This is an optimization exercise on Yosys and OpenROAD, whose aim is small area, a short achievable clock period and few clock cycles, not a production implementation. Function was not checked in any run shown here: the RTL went through the layout flow alone. No activity file was given, so power comes from the tool's default toggle rates.

**constraint.sdc**
```tcl
create_clock -name core_clock -period 6.0 [get_ports {clock}]
set_input_delay 1.2000 -clock core_clock [delete_from_list [all_inputs] [get_ports {clock}]]
set_output_delay 1.2000 -clock core_clock [all_outputs]
set_load 0.01 [all_outputs]
```
**design.v**
```verilog
`default_nettype none
package ss_pkg;
	localparam int WAYS  = 3;   
	localparam int XLEN  = 16;
	localparam int PC_W  = 8;   
	localparam int REG_W = 3;
	localparam logic [3:0] OP_NOP  = 4'h0;
	localparam logic [3:0] OP_ADD  = 4'h1;
	localparam logic [3:0] OP_SUB  = 4'h2;
	localparam logic [3:0] OP_ADDI = 4'h3;
	localparam logic [3:0] OP_BNZ  = 4'h4;   
	localparam logic [3:0] OP_HALT = 4'h5;
endpackage
`default_nettype wire
`timescale 1ns/1ps
`default_nettype none
module reg_file (
	input  logic        clock,
	input  logic        reset,
	input  logic        wr_en,
	input  logic [2:0]  wr_rd,
	input  logic [15:0] wr_data,
	input  logic [2:0]  rs1,
	input  logic [2:0]  rs2,
	output logic [15:0] rd1,
	output logic [15:0] rd2
);
	logic [16*8-1:0] regs;
	assign regs[15:0] = '0;
	always_ff @(posedge clock) begin
		for (int r = 1; r < 8; r++) begin
			if (!reset)
				regs[16*r +: 16] <= '0;
			else if (wr_en && wr_rd == 3'(r))
				regs[16*r +: 16] <= wr_data;
		end
	end
	assign rd1 = regs[16*rs1 +: 16];
	assign rd2 = regs[16*rs2 +: 16];
endmodule
`default_nettype wire
`timescale 1ns/1ps
`default_nettype none
module fetch_unit (
	input  logic       clock,
	input  logic       reset,
	input  logic       taken,
	input  logic [7:0] target,
	input  logic       halt,
	output logic [7:0] pc,
	output logic       stopped
);
	always_ff @(posedge clock) begin
		if (!reset) begin
			pc      <= '0;
			stopped <= 1'b0;
		end else if (!stopped) begin
			pc      <= taken ? target : pc + 8'd1;
			stopped <= halt;
		end
	end
endmodule
`default_nettype wire
`timescale 1ns/1ps
`default_nettype none
module decode_stage (
	input  logic [15:0] instr,
	output logic [2:0]  rd,
	output logic [2:0]  rs1,
	output logic [2:0]  rs2,
	output logic        is_alu,    
	output logic        is_sub,
	output logic        is_addi,
	output logic        is_bnz,
	output logic        is_halt,
	output logic        wr,        
	output logic        use1,      
	output logic        use2,      
	output logic [15:0] imm,       
	output logic [7:0]  target     
);
	logic [3:0] op;
	assign op      = instr[15:12];
	assign rd      = instr[11:9];
	assign rs1     = instr[8:6];
	assign rs2     = instr[5:3];
	assign is_alu  = op == ss_pkg::OP_ADD || op == ss_pkg::OP_SUB || op == ss_pkg::OP_ADDI;
	assign is_sub  = op == ss_pkg::OP_SUB;
	assign is_addi = op == ss_pkg::OP_ADDI;
	assign is_bnz  = op == ss_pkg::OP_BNZ;
	assign is_halt = op == ss_pkg::OP_HALT;
	assign wr      = is_alu && rd != 3'd0;
	assign use1    = (is_alu || is_bnz) && rs1 != 3'd0;
	assign use2    = (op == ss_pkg::OP_ADD || op == ss_pkg::OP_SUB) && rs2 != 3'd0;
	assign imm     = {{10{instr[5]}}, instr[5:0]};
	assign target  = {2'b00, instr[5:0]};
endmodule
`default_nettype wire
`timescale 1ns/1ps
`default_nettype none
module exec_stage (
	input  logic        is_alu,
	input  logic        is_sub,
	input  logic        is_addi,
	input  logic [15:0] a,
	input  logic [15:0] b,
	input  logic [15:0] imm,
	output logic [15:0] result
);
	logic [15:0] x, y, s;
	assign x = is_sub ? ~a : a;
	assign y = is_addi ? imm : b;
	ks_add16 u_add (
		.a   (x),
		.b   (y),
		.inv (is_sub),
		.s   (s)
	);
	assign result = is_alu ? s : 16'd0;
endmodule
module ks_add16 (
	input  logic [15:0] a,
	input  logic [15:0] b,
	input  logic        inv,
	output logic [15:0] s
);
	logic [15:0] p, g;
	logic [15:0] gl [5];
	logic [15:0] pl [5];
	always_comb begin
		p = a ^ b;
		g = a & b;
		gl[0] = g;
		pl[0] = p;
		for (int l = 0; l < 4; l++) begin
			for (int i = 0; i < 16; i++) begin
				if (i >= (1 << l)) begin
					gl[l+1][i] = gl[l][i] | (pl[l][i] & gl[l][i - (1 << l)]);
					pl[l+1][i] = pl[l][i] & pl[l][i - (1 << l)];
				end else begin
					gl[l+1][i] = gl[l][i];
					pl[l+1][i] = pl[l][i];
				end
			end
		end
		s = (p ^ {16{inv}}) ^ {gl[4][14:0], 1'b0};
	end
endmodule
`default_nettype wire
`timescale 1ns/1ps
`default_nettype none
module ss_pipeline (
	input  logic         clock,
	input  logic         reset,
	output logic [7:0]   imem_addr,
	input  logic [47:0]  imem_data,
	output logic [2:0]   commit_valid,
	output logic [23:0]  commit_pc,
	output logic [2:0]   commit_wr_en,
	output logic [8:0]   commit_rd,
	output logic [47:0]  commit_data,
	output logic [2:0]   commit_stop,
	output logic         halted
);
	logic [7:0]  pc;
	logic        stopped;
	logic [2:0]  rd, rs1, rs2;
	logic        is_alu, is_sub, is_addi, is_bnz, is_halt, wr, use1, use2;
	logic [15:0] imm;
	logic [7:0]  target;
	logic [15:0] a, b, result;
	logic        taken;
	logic        c_valid, c_wr_en, c_stop;
	logic [7:0]  c_pc;
	logic [2:0]  c_rd;
	logic [15:0] c_data;
	assign imem_addr = pc;
	decode_stage u_decode (
		.instr   (imem_data[15:0]),
		.rd      (rd),
		.rs1     (rs1),
		.rs2     (rs2),
		.is_alu  (is_alu),
		.is_sub  (is_sub),
		.is_addi (is_addi),
		.is_bnz  (is_bnz),
		.is_halt (is_halt),
		.wr      (wr),
		.use1    (use1),
		.use2    (use2),
		.imm     (imm),
		.target  (target)
	);
	reg_file u_reg_file (
		.clock   (clock),
		.reset   (reset),
		.wr_en   (wr && !stopped),
		.wr_rd   (rd),
		.wr_data (result),
		.rs1     (rs1),
		.rs2     (rs2),
		.rd1     (a),
		.rd2     (b)
	);
	exec_stage u_exec (
		.is_alu  (is_alu),
		.is_sub  (is_sub),
		.is_addi (is_addi),
		.a       (a),
		.b       (b),
		.imm     (imm),
		.result  (result)
	);
	assign taken = is_bnz && a != 16'd0;
	fetch_unit u_fetch (
		.clock   (clock),
		.reset   (reset),
		.taken   (taken),
		.target  (target),
		.halt    (is_halt),
		.pc      (pc),
		.stopped (stopped)
	);
	always_ff @(posedge clock) begin
		c_valid <= !stopped;
		c_pc    <= pc;
		c_wr_en <= is_alu;
		c_rd    <= rd;
		c_data  <= result;
		c_stop  <= is_halt;
		if (!reset)
			c_valid <= 1'b0;
	end
	assign commit_valid = {2'b00, c_valid};
	assign commit_pc    = {16'd0, c_pc};
	assign commit_wr_en = {2'b00, c_wr_en};
	assign commit_rd    = {6'd0, c_rd};
	assign commit_data  = {32'd0, c_data};
	assign commit_stop  = {2'b00, c_stop};
	always_ff @(posedge clock) begin
		if (!reset)
			halted <= 1'b0;
		else if (c_valid && c_stop)
			halted <= 1'b1;   
	end
endmodule
`default_nettype wire
```
**config.mk**
```make
export PLATFORM = sky130hd
export DESIGN_NAME = ss_pipeline
export DESIGN_NICKNAME = ss_pipeline
export VERILOG_FILES = /design/flow/design.v
export SDC_FILE = /design/flow/constraint.sdc
export NUM_CORES = 4
export LEC_CHECK = 0
export ABC_AREA = 1
export CAP_MARGIN = 20
export CORE_MARGIN = 2
export CORE_UTILIZATION = 40
export SETUP_SLACK_MARGIN = 2.6
export SLEW_MARGIN = 20
```
**run.sh**
```bash
#!/bin/bash
# synth_recipe.tcl (not shown) runs the flow's synth.tcl, then flattens the netlist and writes it again
# the make line also repeats each setting of config.mk as NAME=value (left out here)
make -C /OpenROAD-flow-scripts/flow DESIGN_CONFIG=/design/flow/config.mk WORK_HOME=/design/flow/orfs CLKGATE_MAP_FILE= SYNTH_SCRIPT=/design/flow/synth_recipe.tcl finish
```
==> results.sh, run 1 <==
export IMPL_status="complete, no violations"
export IMPL_layout_commonest_cell="nand2_1"
export IMPL_antenna_cells=0
export IMPL_place_congestion=0.941
export IMPL_postSynthCellCount=1358
export IMPL_cts_sinks=152
export IMPL_fp_dieArea_sq_um=23900
export IMPL_grt_overflow=0
export IMPL_cp_max_fo=17
export IMPL_io_buffers=56
export IMPL_fmax_mhz=299
export IMPL_core_area_sq_um=22400
export IMPL_stdcell_area_sq_um=11500
export IMPL_cp_required_ps=6370
export IMPL_die_h_um=155
export IMPL_nFillCells=2192
export IMPL_drt_pass1_iter_count=5
export IMPL_slowest_stage="ha_1"
export IMPL_clock_latency_ps=440
export IMPL_yosysUniqueCellTypes=42
export IMPL_antenna_found_initial=1
export IMPL_p_sw_w=0.000903
export IMPL_hold_ws_ps=385
export IMPL_yosysTopAreaCell="dfxtp_1"
export IMPL_maxCapViolations=0
export IMPL_slew_headroom_pct=34.9
export IMPL_startpoint_type="primary input"
export IMPL_ys_warnings_count=6
export IMPL_clockBufferDepth=2
export IMPL_first_global_vias=7972
export IMPL_reg2reg_slack_ps=3410
export IMPL_clockRootBuffer="clkbuf_16"
export IMPL_power_clock_fraction_pct=40.8
export IMPL_fin_crit_sh_pct=55.7
export IMPL_ant_nets=0
export IMPL_routedWlPerCell_um=17.1
export IMPL_avgSynthCellArea_sq_um=6.68
export IMPL_finalSetupViolCount=0
export IMPL_worst_setup_path_type="in -> reg"
export IMPL_synth_area_top_cells="dfxtp_1 34%, nand2_1 10%, o21ai_0 10%"
export IMPL_drive_gt1_share_pct=19.8
export IMPL_drtIter0Drc=735
export IMPL_core_rowCount=55
export IMPL_ys_ff_latch=152
export IMPL_critical_path_arrival_ps=3720
export IMPL_p_leak_nw=4.86
export IMPL_tightest_slew_ps=976
export IMPL_hold_path_class="reg -> reg"
export IMPL_setup_tns_final_ps=0
export IMPL_fin_nets=1490
export IMPL_reg2reg_depth=14
export IMPL_fin_skew_ps=12.1
export IMPL_route_detailed_drc=0
export IMPL_seqPwrFrac_pct=36.9
export IMPL_swShare_pct=31.6
export IMPL_ctsHoldBuffers=0
export IMPL_cpPeakStageDelay_ps=390
export IMPL_start_util_pct=40.4
export IMPL_cts_tree="built"
export IMPL_seq_area_sq_um=3040
export IMPL_p_int_w=0.00196
export IMPL_cts_max_level=4
export IMPL_clkTransAtPathRegs_ps=70
export IMPL_grt_first_pass_wirelength_um=43700
export IMPL_worstPathCellList="buf_6, buf_12, or2_2, nand3_1, nand3_1, nand2_1, xor2_1, ha_1, nand2_1, nor3_2, inv_1, nor3_4, a21oi_4, nand3_1, nand3_4, a21oi_2"
export IMPL_syn_area_sq_um=9070
export IMPL_dieWidth_um=155
export IMPL_dp_hpwl_um=17300
export IMPL_via_per_inst=5.31
export IMPL_place_area_sq_um=9670
export IMPL_slew_viol_final=0
export IMPL_pin_count=149
export IMPL_hold_viol_final=0
export IMPL_vias=9137
export IMPL_ys_seq_area_share_pct=33.5
export IMPL_grt_max_degree=67
export IMPL_multi_input_area_sq_um=5390
export IMPL_cts_buffers=17
export IMPL_crit_top_cell="nand3_1"
export IMPL_comb_power_share_pct=22.3
export IMPL_crit_path_end_kind="register"
export IMPL_hold_depth=0
export IMPL_track_usage_pct=23.1
export IMPL_area_growth_pct=26.5
export IMPL_p_per_area_nw_per_um2=249
export IMPL_peakVddDrop_uv=179
export IMPL_layout_common_cells="223 x nand2_1, 170 x o21ai_0, 152 x dfxtp_1"
export IMPL_wirelength_um=29400
export IMPL_fin_crit_ps=3340
export IMPL_synth_top_area_share_pct=33.5
export IMPL_rsz0062_at_grt="true"
==> Yosys cell counts <==
cell	number
a21oi_1	161
nand3b_1	1
nor4_1	1
o21ai_1	4
o211ai_1	1
nor2_1	63
buf_2	37
nor2_4	1
nor3_2	1
a21boi_0	2
o221ai_1	4
buf_4	65
nor2_2	7
nor3_4	1
nand2_1	245
xor2_2	4
nand2_2	2
nor3_1	7
a21o_1	2
or2_2	4
dfxtp_1	152
o21ai_0	181
inv_2	16
clkinv_1	4
conb_1	1
or2_1	1
a22oi_1	5
clkbuf_1	36
nand4_1	7
ha_1	16
xnor2_1	4
buf_6	1
a21oi_2	7
buf_1	1
nand3_1	108
inv_1	154
a211oi_4	1
o21a_1	1
nand3_2	8
xor2_1	24
a31oi_1	13
o21bai_1	4
==> what timing repair did <==
action / in CTS / in global routing
pin swaps: 18 / 55
endpoints found under the setup margin: 129 / 104
cloned: 0 / 5
gates resized for setup: 79 / 132
buffers inserted: 26 / 18
==> layout make-up <==
type	instances	area share [%]
clock buffers	17	3.71
clock inverters	15	1.76
inverters	174	6.07
multi-input cells	951	46.9
flip-flops and latches	152	26.5
well taps	285	3.11
repair buffers	127	11.8
repair inverters	1	0.0763
==> state kept, by name, indices dropped and copies added (netlist names) <==
name,flops
c_wr_en,1
u_reg_file.regs,112
u_fetch.pc,8
c_rd,3
u_fetch.stopped,1
c_stop,1
c_data,16
halted,1
c_pc,8
c_valid,1
==> routing by layer <==
metal  track usage [%]  vias to the layer above  part of all wire (%)
met5                 0                        -                 0.044
met2              37.0                      404                    45
met4              6.44                        2                   2.5
met1              32.4                     4219                    44
met3              3.59                       68                   7.7
li1                  -                     4444                     -
==> logic make-up (layout without fill, tap and decap cells) <==
logic type | count (synthesis) | after routing | share of synthesized area [%]
fa+ha+maj | 16 | 16 | 2.21
xor+xnor | 32 | 32 | 3.42
buf+inv | 314 | 334 | 16.3
simple gates | 457 | 457 | 22.0
flops | 152 | 152 | 33.5
other cells | 1 | 60 | 0.0413
compound gates | 386 | 386 | 22.5
==> critical path, delay by kind of cell <==
kind,cells,cell delay [ps]
and+or+nand+nor,9,1330
adders and majority gates,1,390
xor gates and xnor gates,1,80
buffers and inverters,3,420
AOI/OAI and AO/OA,2,290
==> through the flow <==
stage	total power [W]	utilization, %	worst slack (ps)	std cells
2_1_floorplan	0.00145	-	2320	1417
3_3_place_gp	0.00156	43.1	1160	1641
3_5_place_dp	0.00157	43.1	1130	1641
4_1_cts	0.00278	48.0	2600	1699
5_1_grt	0.00298	51.2	2510	1722
6_report	0.00286	51.2	2660	1722
==> power groups by stage <==
stage	combinational (W)	clock (W)	sequential [W]
floorplan	0.000370	0	0.00108
global placement	0.000483	0	0.00108
detailed placement	0.000487	0	0.00108
CTS	0.000540	0.00119	0.00106
global route	0.000690	0.00123	0.00106
finish	0.000637	0.00117	0.00106
==> path summary, 6_finish.rpt <==
kind,startpoint,end
setup / recovery,imem_data[6],u_reg_file.regs[95]
hold / removal,u_fetch.pc[6],c_pc[6]
setup reg to reg,u_reg_file.regs[75],u_reg_file.regs[95]
hold reg to reg,u_fetch.pc[6],c_pc[6]
==> inputs of run 2 (changes only) <==
--- a/config.mk
+++ b/config.mk
@@ -10,4 +10,4 @@
 export CORE_MARGIN = 2
 export CORE_UTILIZATION = 40
-export SETUP_SLACK_MARGIN = 2.6
+export SETUP_SLACK_MARGIN = 2.7
 export SLEW_MARGIN = 20
==> results.sh, run 2 <==
export IMPL_cts_buffers=17
export IMPL_cpPeakStageDelay_ps=400
export IMPL_synth_fa_ha_area_share_pct=2.21
export IMPL_layout_common_cells="209 x nand2_1, 168 x o21ai_0, 152 x dfxtp_1"
export IMPL_fmax_mhz=302
export IMPL_cts_tree="built"
export IMPL_wirelength_um=32100
export IMPL_yosysTopAreaCell="dfxtp_1"
export IMPL_tightest_slew_ps=928
export IMPL_synth_compound_area_share_pct=22.5
export IMPL_antenna_cells=0
export IMPL_start_util_pct=40.4
export IMPL_avgSynthCellArea_sq_um=6.68
export IMPL_nFillCells=2103
export IMPL_worstPathCellList="buf_8, clkinvlp_4, buf_6, buf_12, nand3_4, nand2_4, nand2_2, nand2_2, xor2_1, ha_1, buf_6, nand4_1, o21ai_4, a21boi_2, or2_4, nand3_4, a21oi_2"
export IMPL_route_detailed_drc=0
export IMPL_hold_depth=0
export IMPL_ys_seq_area_share_pct=33.5
export IMPL_ys_ff_latch=152
export IMPL_cts_max_level=4
export IMPL_min_delay_worst_endpoint="c_pc[7]"
export IMPL_ant_nets=0
export IMPL_largest_register="u_reg_file.regs"
export IMPL_drt_pass1_iter_count=6
export IMPL_synth_xor_area_share_pct=3.42
export IMPL_peakVddDrop_uv=189
export IMPL_via_per_inst=5.43
export IMPL_io_buffers=56
export IMPL_crit_path_end_kind="register"
export IMPL_die_h_um=155
export IMPL_clock_latency_ps=440
export IMPL_fin_util_pct=53.5
export IMPL_timing_rr_end="u_reg_file.regs[31]"
export IMPL_top_regs="u_reg_file.regs (112), c_data (16)"
export IMPL_clockBufferDepth=2
export IMPL_p_per_area_nw_per_um2=246
export IMPL_dieWidth_um=155
export IMPL_cp_depth=17
export IMPL_area_growth_pct=32.3
export IMPL_fin_crit_ps=3320
export IMPL_cp_required_ps=6300
export IMPL_place_congestion=0.921
export IMPL_hold_viol_final=0
export IMPL_cts_sinks=152
export IMPL_synth_ff_type="dfxtp_1"
export IMPL_timing_rr_start="u_reg_file.regs[81]"
export IMPL_synthArstFlopShare_pct=0
export IMPL_comb_power_share_pct=23.6
export IMPL_core_rowCount=55
export IMPL_largest_reg_flops=112
export IMPL_muxShareOfSynthArea_pct=0
export IMPL_finalSetupViolCount=0
export IMPL_p_int_w=0.00208
export IMPL_power_clock_fraction_pct=40.6
export IMPL_setup_tns_final_ps=0
export IMPL_synthSimpleGateAreaFrac_pct=22.0
export IMPL_grt_max_degree=63
export IMPL_critical_path_arrival_ps=3610
export IMPL_min_from="u_fetch.pc[7]"
export IMPL_track_usage_pct=25.4
export IMPL_slew_viol_final=0
export IMPL_power_w=0.00295
export IMPL_pin_count=149
export IMPL_grt_first_pass_wirelength_um=46700
export IMPL_drtIter0Drc=1020
export IMPL_fp_dieArea_sq_um=23900
export IMPL_fin_crit_sh_pct=55.3
export IMPL_fin_skew_ps=9.77
export IMPL_synth_top_area_share_pct=33.5
export IMPL_cp_top_family="simple AND/OR/NAND/NOR gates"
export IMPL_ctsHoldBuffers=0
export IMPL_cp_max_fo=8
export IMPL_core_area_sq_um=22400
export IMPL_p_leak_nw=5.08
export IMPL_routedWlPerCell_um=18.5
export IMPL_vias=9438
export IMPL_drive_gt1_share_pct=23.5
export IMPL_seqPwrFrac_pct=35.8
export IMPL_first_global_vias=8369
export IMPL_layout_commonest_cell="nand2_1"
export IMPL_clockRootBuffer="clkbuf_16"
export IMPL_grt_overflow=0
export IMPL_fin_nets=1508
export IMPL_clkTransAtPathRegs_ps=60
export IMPL_postSynthCellCount=1358
export IMPL_synth_area_top_cells="dfxtp_1 34%, nand2_1 10%, o21ai_0 10%"
export IMPL_slowest_stage="ha_1"
export IMPL_reg2reg_slack_ps=3480
export IMPL_reg2reg_depth=17
export IMPL_swShare_pct=29.4
export IMPL_maxCapViolations=0
export IMPL_yosysUniqueCellTypes=42
export IMPL_status="complete, no violations"
export IMPL_yosysMostFrequentCell="nand2_1"
export IMPL_slew_headroom_pct=38.1
export IMPL_worst_path_buf_inv=5
export IMPL_synth_top_family_by_area="compound AO/OA/AOI/OAI gates"
export IMPL_rsz0062_at_grt="true"
export IMPL_synth_edff_count=0
export IMPL_syn_area_sq_um=9070
export IMPL_dp_hpwl_um=17000
export IMPL_ys_warnings_count=6
export IMPL_worst_setup_path_type="in -> reg"
export IMPL_startpoint_type="primary input"
export IMPL_synth_common_cells="245 x nand2_1, 181 x o21ai_0, 161 x a21oi_1"
export IMPL_antenna_found_initial=0
export IMPL_hold_path_class="reg -> reg"
export IMPL_p_sw_w=0.000867
## run 2: cell counts after synthesis
No cell type changed its count.
## run 2: layer usage
| layer | vias to the layer above | wire [um] | part of all wire (%) | track usage (%) |
|---|---|---|---|---|
| met1 | 4364 | 12900 | 40 | 31.4 |
| met3 | 93 | 2810 | 8.7 | 4.85 |
| met4 | 0 | 1410 | 4.4 | 11.9 |
| met5 | - | 0 | 0 | 0 |
| met2 | 499 | 15000 | 47 | 42.6 |
| li1 | 4482 | - | - | - |
## run 2: logic make-up after synthesis
logic type,count (synthesis)
and+or+nand+nor,457
adders and majority gates,16
AOI/OAI and AO/OA,386
DFF,152
buffers and inverters,314
other,1
xor gates and xnor gates,32
## run 2: how the worst max path moves through the flow
| stage | end | startpoint | slack, ps |
|---|---|---|---|
| after floorplan | u_reg_file.regs[110] | imem_data[14] | 2320 |
| after global placement | u_reg_file.regs[110] | imem_data[12] | 1090 |
| after detailed placement | u_reg_file.regs[78] | imem_data[12] | 1080 |
| after CTS | u_reg_file.regs[47] | imem_data[13] | 2700 |
| after global routing | u_reg_file.regs[105] | imem_data[7] | 2560 |
| final | u_reg_file.regs[75] | imem_data[7] | 2680 |
## run 2: power by group through the flow
stage | Combinational [W] | Clock (W) | Sequential, W
global placement | 0.000484 | 0 | 0.00108
CTS | 0.000574 | 0.00121 | 0.00106
floorplan | 0.000369 | 0 | 0.00108
detailed placement | 0.000488 | 0 | 0.00108
global route | 0.000745 | 0.00125 | 0.00106
finish | 0.000695 | 0.00120 | 0.00106
## run 2: layout make-up
cell class	count	area (sq um)	share of cell area, %
clock inverter	8	168	1.40
clock buffer	23	478	3.98
tap	285	357	2.97
sequential	152	3040	25.4
timing repair buffer	144	1640	13.7
timing repair inverter	1	11.3	0.0938
multi-input combinational	952	5580	46.5
inverter	174	723	6.03
## run 2: repair_timing
item,4_1_cts,5_1_grt
gates cloned,8,4
endpoints found under the hold margin,0,0
pin swaps,42,71
setup endpoints to repair,128,106
buffers inserted,30,26
gates resized for setup,121,158
## run 2: worst register-to-register path: stages, from the launching register on
cell	delay (ps)
dfxtp_1	310
inv_1	70
nand2_1	60
nand3_1	90
nand2_1	100
nand2_1	90
nand2_2	80
xor2_2	150
ha_1	330
nand2_2	100
nand2_4	70
a21oi_4	230
o21ai_4	110
a21oi_4	170
inv_1	70
nand2_2	80
nand3_4	150
a21oi_2	190
## run 2: stage by stage
step                      std cells  hold slack, ps  cell area (sq um)  setup WS, ps
after CTS                      1709             383              11100          2700
after floorplan                1417             401               9430          2320
after detailed placement       1640             375               9670          1080
after global routing           1739             394              12000          2560
final                          1739             379              12000          2680
after global placement         1640             372               9670          1090

==> afterwards: timing with drivers on the ports <==
How much do the figures lean on ideal ports? The routed layouts below were timed once more, with nothing changed but the port constraints.
Step 1: set_driving_cell puts a clkbuf_16 on clock and a buf_2 on each other input, an assumption about the parent block.
Step 2 times the ports against the registers' clock, not the clock port: input delays grow and output delays shrink by t, the midpoint of the rising clock arrivals with the driver on.
Slacks: no drivers / after step 1 / after step 2; pairs: no drivers / after step 1.
run	t (ns)	slack for setup (ns)	slew at the worst register clock pin (ns)
run 1	0.480	2.657 / 2.637 / 2.157	0.07 / 0.07
run 2	0.477	2.684 / 2.610 / 2.133	0.06 / 0.06
After both steps setup and hold are still met in every run listed. The setup slack of run 2, which loses most, moves by -0.074 ns with the drivers and by -0.551 ns with both steps.
